Context: an optimization exercise on an open-source flow, tuned for small area, a short achievable clock period and few clock cycles per item. The choices shown serve that exercise and are no tape-out recipe. Power figures rest on the tool's default switching activity, not on a simulated workload.

before:
==> flow/design.v (excerpt) <==
module assembly_source_tokenizer_top (
  input  logic               clk_i,
  input  logic               rst_ni,
  input  logic               in_valid_i,
  output logic               in_ready_o,
  input  logic [8:0]         in_data_i,    
  output logic               out_valid_o,
  input  logic               out_ready_i,
  output logic [71:0]        out_data_o    
);
For scale: ~870 cells after synthesis, ~130 flip-flops, ~87 I/O pins, about 0.0076 mm² of cells after synthesis.
==> flow/config.mk <==
export PLATFORM = sky130hd
export DESIGN_NAME = assembly_source_tokenizer_top
export DESIGN_NICKNAME = assembly_source_tokenizer_top
export VERILOG_FILES = /design/flow/design.v
export SDC_FILE = /design/flow/constraint.sdc
export NUM_CORES = 4
export LEC_CHECK = 0
export CAP_MARGIN = 20
export CORE_MARGIN = 2
export CORE_UTILIZATION = 45
export CTS_BUF_LIST = sky130_fd_sc_hd__clkbuf_8
export PLACE_DENSITY = 0.65
export SETUP_SLACK_MARGIN = 5
export SLEW_MARGIN = 20
==> flow/constraint.sdc <==
create_clock -name core_clock -period 8.0 [get_ports {clk_i}]
set_input_delay 1.6000 -clock core_clock [delete_from_list [all_inputs] [get_ports {clk_i}]]
set_output_delay 1.6000 -clock core_clock [all_outputs]
set_load 0.01 [all_outputs]
standard.sh (not shown) runs the stock make flow with config.mk's settings and CLKGATE_MAP_FILE= SYNTH_SCRIPT=/design/flow/synth_recipe.tcl, a recipe that flattens the netlist after the stock synthesis.
==> flow/flow/run.sh <==
#!/bin/bash
# ORFS layout as the standard flow, with single-strength port buffers.
set -euo pipefail
W=$(pwd)
export BUFFER_PORTS_ARGS="-buffer_cell sky130_fd_sc_hd__buf_1"
make -C "$FLOW_HOME" DESIGN_CONFIG="$FLOW_CONFIG" WORK_HOME="$W/orfs" CLKGATE_MAP_FILE= \
  SYNTH_SCRIPT="$W/synth_recipe.tcl" CAP_MARGIN=20 CORE_MARGIN=2 CORE_UTILIZATION=45 \
  PLACE_DENSITY=0.65 SLEW_MARGIN=20 SETUP_SLACK_MARGIN=5 finish > "$W/make.log" 2>&1
: # left out here: write the final layout as DEF
Setup changes, before to after
--- a/flow/design.v
+++ b/flow/design.v
@@ -231,33 +231,33 @@
   output logic        out_valid_o,
   input  logic        out_ready_i,
   output logic [71:0] out_data_o
 );
   logic [3:0]  cls_q, cls_d;
   logic [4:0]  node_q, node_d;
   logic [1:0]  fault_q, fault_d;
   logic        halted_q, halted_d;
   logic        pend_q;
   logic        pl_q, pl_d;            
   logic [15:0] offset_q, col_q, col_base;
-  logic [15:0] line_q, line_base;
+  logic [15:0] line_q, line_d;
   logic        nlp_q, nlp_d;          
   logic        rsp_q, rsp_d;          
   logic [15:0] start_q, start_d, len_q, len_set, ocol_q, ocol_d;
   logic        len_ld, len_grow, len_sat, take;
   logic        final_q, final_d;
   logic [4:0]  c;
   logic        last, nl;
   logic        sp_nl, alpha, digit, wbody, nbody, tstart, qm, sigil;
   logic        is_tok, body_ok, cons, newres, tload, upd;
-  logic [15:0] offset_cur, col_cur;
+  logic [15:0] offset_cur, col_cur, line_true;
   logic        sig_first;
   logic [3:0]  ocls;
   logic [4:0]  onode, gnode;
   logic [6:0]  ccode;
   assign c    = item_i[5:1];
   assign last = item_i[0];
   assign nl   = (c == ast_pkg::X_NL);
   assign sp_nl  = (c == ast_pkg::X_SP) || nl;
   assign alpha  = ast_pkg::is_alpha(c);
   assign digit  = (c == ast_pkg::X_DIGIT);
   assign wbody  = alpha || (c == ast_pkg::X_US) || (c == ast_pkg::X_DOT);
@@ -273,43 +273,45 @@
       ast_pkg::C_SECT, ast_pkg::C_REG, ast_pkg::C_LABEL: body_ok = !sp_nl;
       ast_pkg::C_WORD: body_ok = wbody;
       ast_pkg::C_NUM:  body_ok = nbody;
       default:         body_ok = 1'b0;
     endcase
   end
   assign offset_cur = rsp_q ? 16'd0 : offset_q;
   assign col_cur    = rsp_q ? 16'd1 : col_q;
   assign sig_first  = ((cls_q == ast_pkg::C_REG) || (cls_q == ast_pkg::C_LABEL)) && (len_q == '0);
   assign len_sat    = (&len_q[15:1]) && (len_q[0] ||
                        (cls_q == ast_pkg::C_REG) || (cls_q == ast_pkg::C_LABEL));
+  assign line_true  = rsp_q ? 16'd1 : (nlp_q ? ast_pkg::sat_inc16(line_q) : line_q);
   always_comb begin
     onode = ast_pkg::word_first(c);
     if (c == ast_pkg::X_HASH) begin
       ocls  = ast_pkg::C_SECT;
       onode = ast_pkg::S_H;
     end else if (c == ast_pkg::X_DOLLAR) ocls = ast_pkg::C_REG;
     else if (c == ast_pkg::X_COLON) ocls = ast_pkg::C_LABEL;
     else if (c == ast_pkg::X_EQ) ocls = ast_pkg::C_EQW;
     else if (c == ast_pkg::X_DASH) ocls = ast_pkg::C_DASHW;
     else if (digit) ocls = ast_pkg::C_NUM;
     else ocls = ast_pkg::C_WORD;
   end
   assign gnode = (cls_q == ast_pkg::C_SECT) ? ast_pkg::sect_next(node_q, c)
                                             : ast_pkg::word_next(node_q, c);
   assign ccode = ast_pkg::tok_code(cls_q, node_q);
   always_comb begin
     cls_d    = cls_q;
     node_d   = node_q;
     fault_d  = fault_q;
     halted_d = halted_q;
     pl_d     = 1'b0;
+    line_d   = line_q;
     nlp_d    = nlp_q;
     rsp_d    = rsp_q;
     start_d  = start_q;
     len_ld   = 1'b0;
     len_set  = 16'd0;
     len_grow = 1'b0;
     ocol_d   = ocol_q;
     final_d  = final_q;
     cons     = 1'b0;
     newres   = 1'b0;
     tload    = 1'b0;
@@ -392,22 +394,23 @@
           newres  = 1'b1;
           node_d  = ast_pkg::R_END;
           fault_d = ast_pkg::F_NONE;
           start_d = offset_cur;
           len_ld  = 1'b1;
           len_set = 16'd0;
           ocol_d  = col_cur;
           final_d = 1'b1;
         end
       end
       if (cons && !halted_q) begin
+        line_d = line_true;
         nlp_d  = nl;
         rsp_d  = last;
         if (last && !pl_d) cls_d = ast_pkg::C_IDLE;
       end
     end
   end
   assign upd    = pl_q || (hv_i && (!pend_q || halted_q || out_ready_i));
   assign cons_o = upd && cons;
   always_ff @(posedge clk_i or negedge rst_ni) begin
     if (!rst_ni) begin
       cls_q    <= ast_pkg::C_IDLE;
@@ -423,34 +426,33 @@
         halted_q <= halted_d;
         pl_q     <= pl_d;
         nlp_q    <= nlp_d;
         rsp_q    <= rsp_d;
       end
     end
   end
   always_ff @(posedge clk_i) begin
     if (upd) begin
       node_q  <= node_d;
       fault_q <= fault_d;
+      line_q  <= line_d;
       start_q <= start_d;
       ocol_q  <= ocol_d;
       final_q <= final_d;
     end
   end
   assign take     = upd && cons && !halted_q;
   assign col_base = (rsp_q || (take && nl)) ? 16'd1 : col_q;
-  assign line_base = (take && rsp_q) ? 16'd1 : line_q;
   always_ff @(posedge clk_i) begin
     offset_q <= offset_cur + {15'd0, take};
     col_q    <= col_base + {15'd0, take && !nl && (col_base != 16'hffff)};
-    line_q   <= line_base + {15'd0, take && !rsp_q && nlp_q && (line_q != 16'hffff)};
     len_q    <= (upd && len_ld) ? len_set : len_q + {15'd0, upd && len_grow && !len_sat};
   end
   assign out_valid_o = pend_q;
   assign out_data_o  = {node_q, fault_q, start_q, len_q, line_q, ocol_q, final_q};
 endmodule
 module assembly_source_tokenizer_top (
   input  logic               clk_i,
   input  logic               rst_ni,
   input  logic               in_valid_i,
   output logic               in_ready_o,
   input  logic [8:0]         in_data_i,    
[summary]
[compare] base=before new=after: final worst-path setup slack went down by 150 ps; maximum single-stage delay on the critical path went down by 90 ps; total internal power went up by about 2%; count of filler cells inserted in the layout went down by 2.0%.
Of the two values seen for group drawing the most power, registers was produced by before and combinational cells by after.
Compared with before, final routed wirelength across all metal layers in after increased by a few percent.
No run of this note included a check of the RTL's function; only the layout flow was run.

-- what the ideal ports hide --
No port has a modelled driver above. Below, the same layouts with a new extraction and two added sets of constraints. Step 1 assumes that a clkbuf_16 drives the clock port and a buf_2 every other input. Step 2, shift: input delay + t, output delay - t, t = (earliest + latest rising clock arrival at the registers) / 2. This alone moves slack from input paths to output paths. Three values: no drivers, after step 1, after step 2; two values: the first two.
run | t, ns | setup WS [ns] | worst register clock-pin slew, ns | cell pins on the clock port's net
before | 0.483 | 4.821 / 4.788 / 4.305 | 0.09 / 0.09 | 1
after | 0.486 | 4.669 / 4.667 / 4.181 | 0.10 / 0.10 | 1
After both steps setup and hold are still met in every run listed. For before, which loses most, drivers alone change the setup slack by -0.033 ns; drivers and shift together by -0.516 ns.
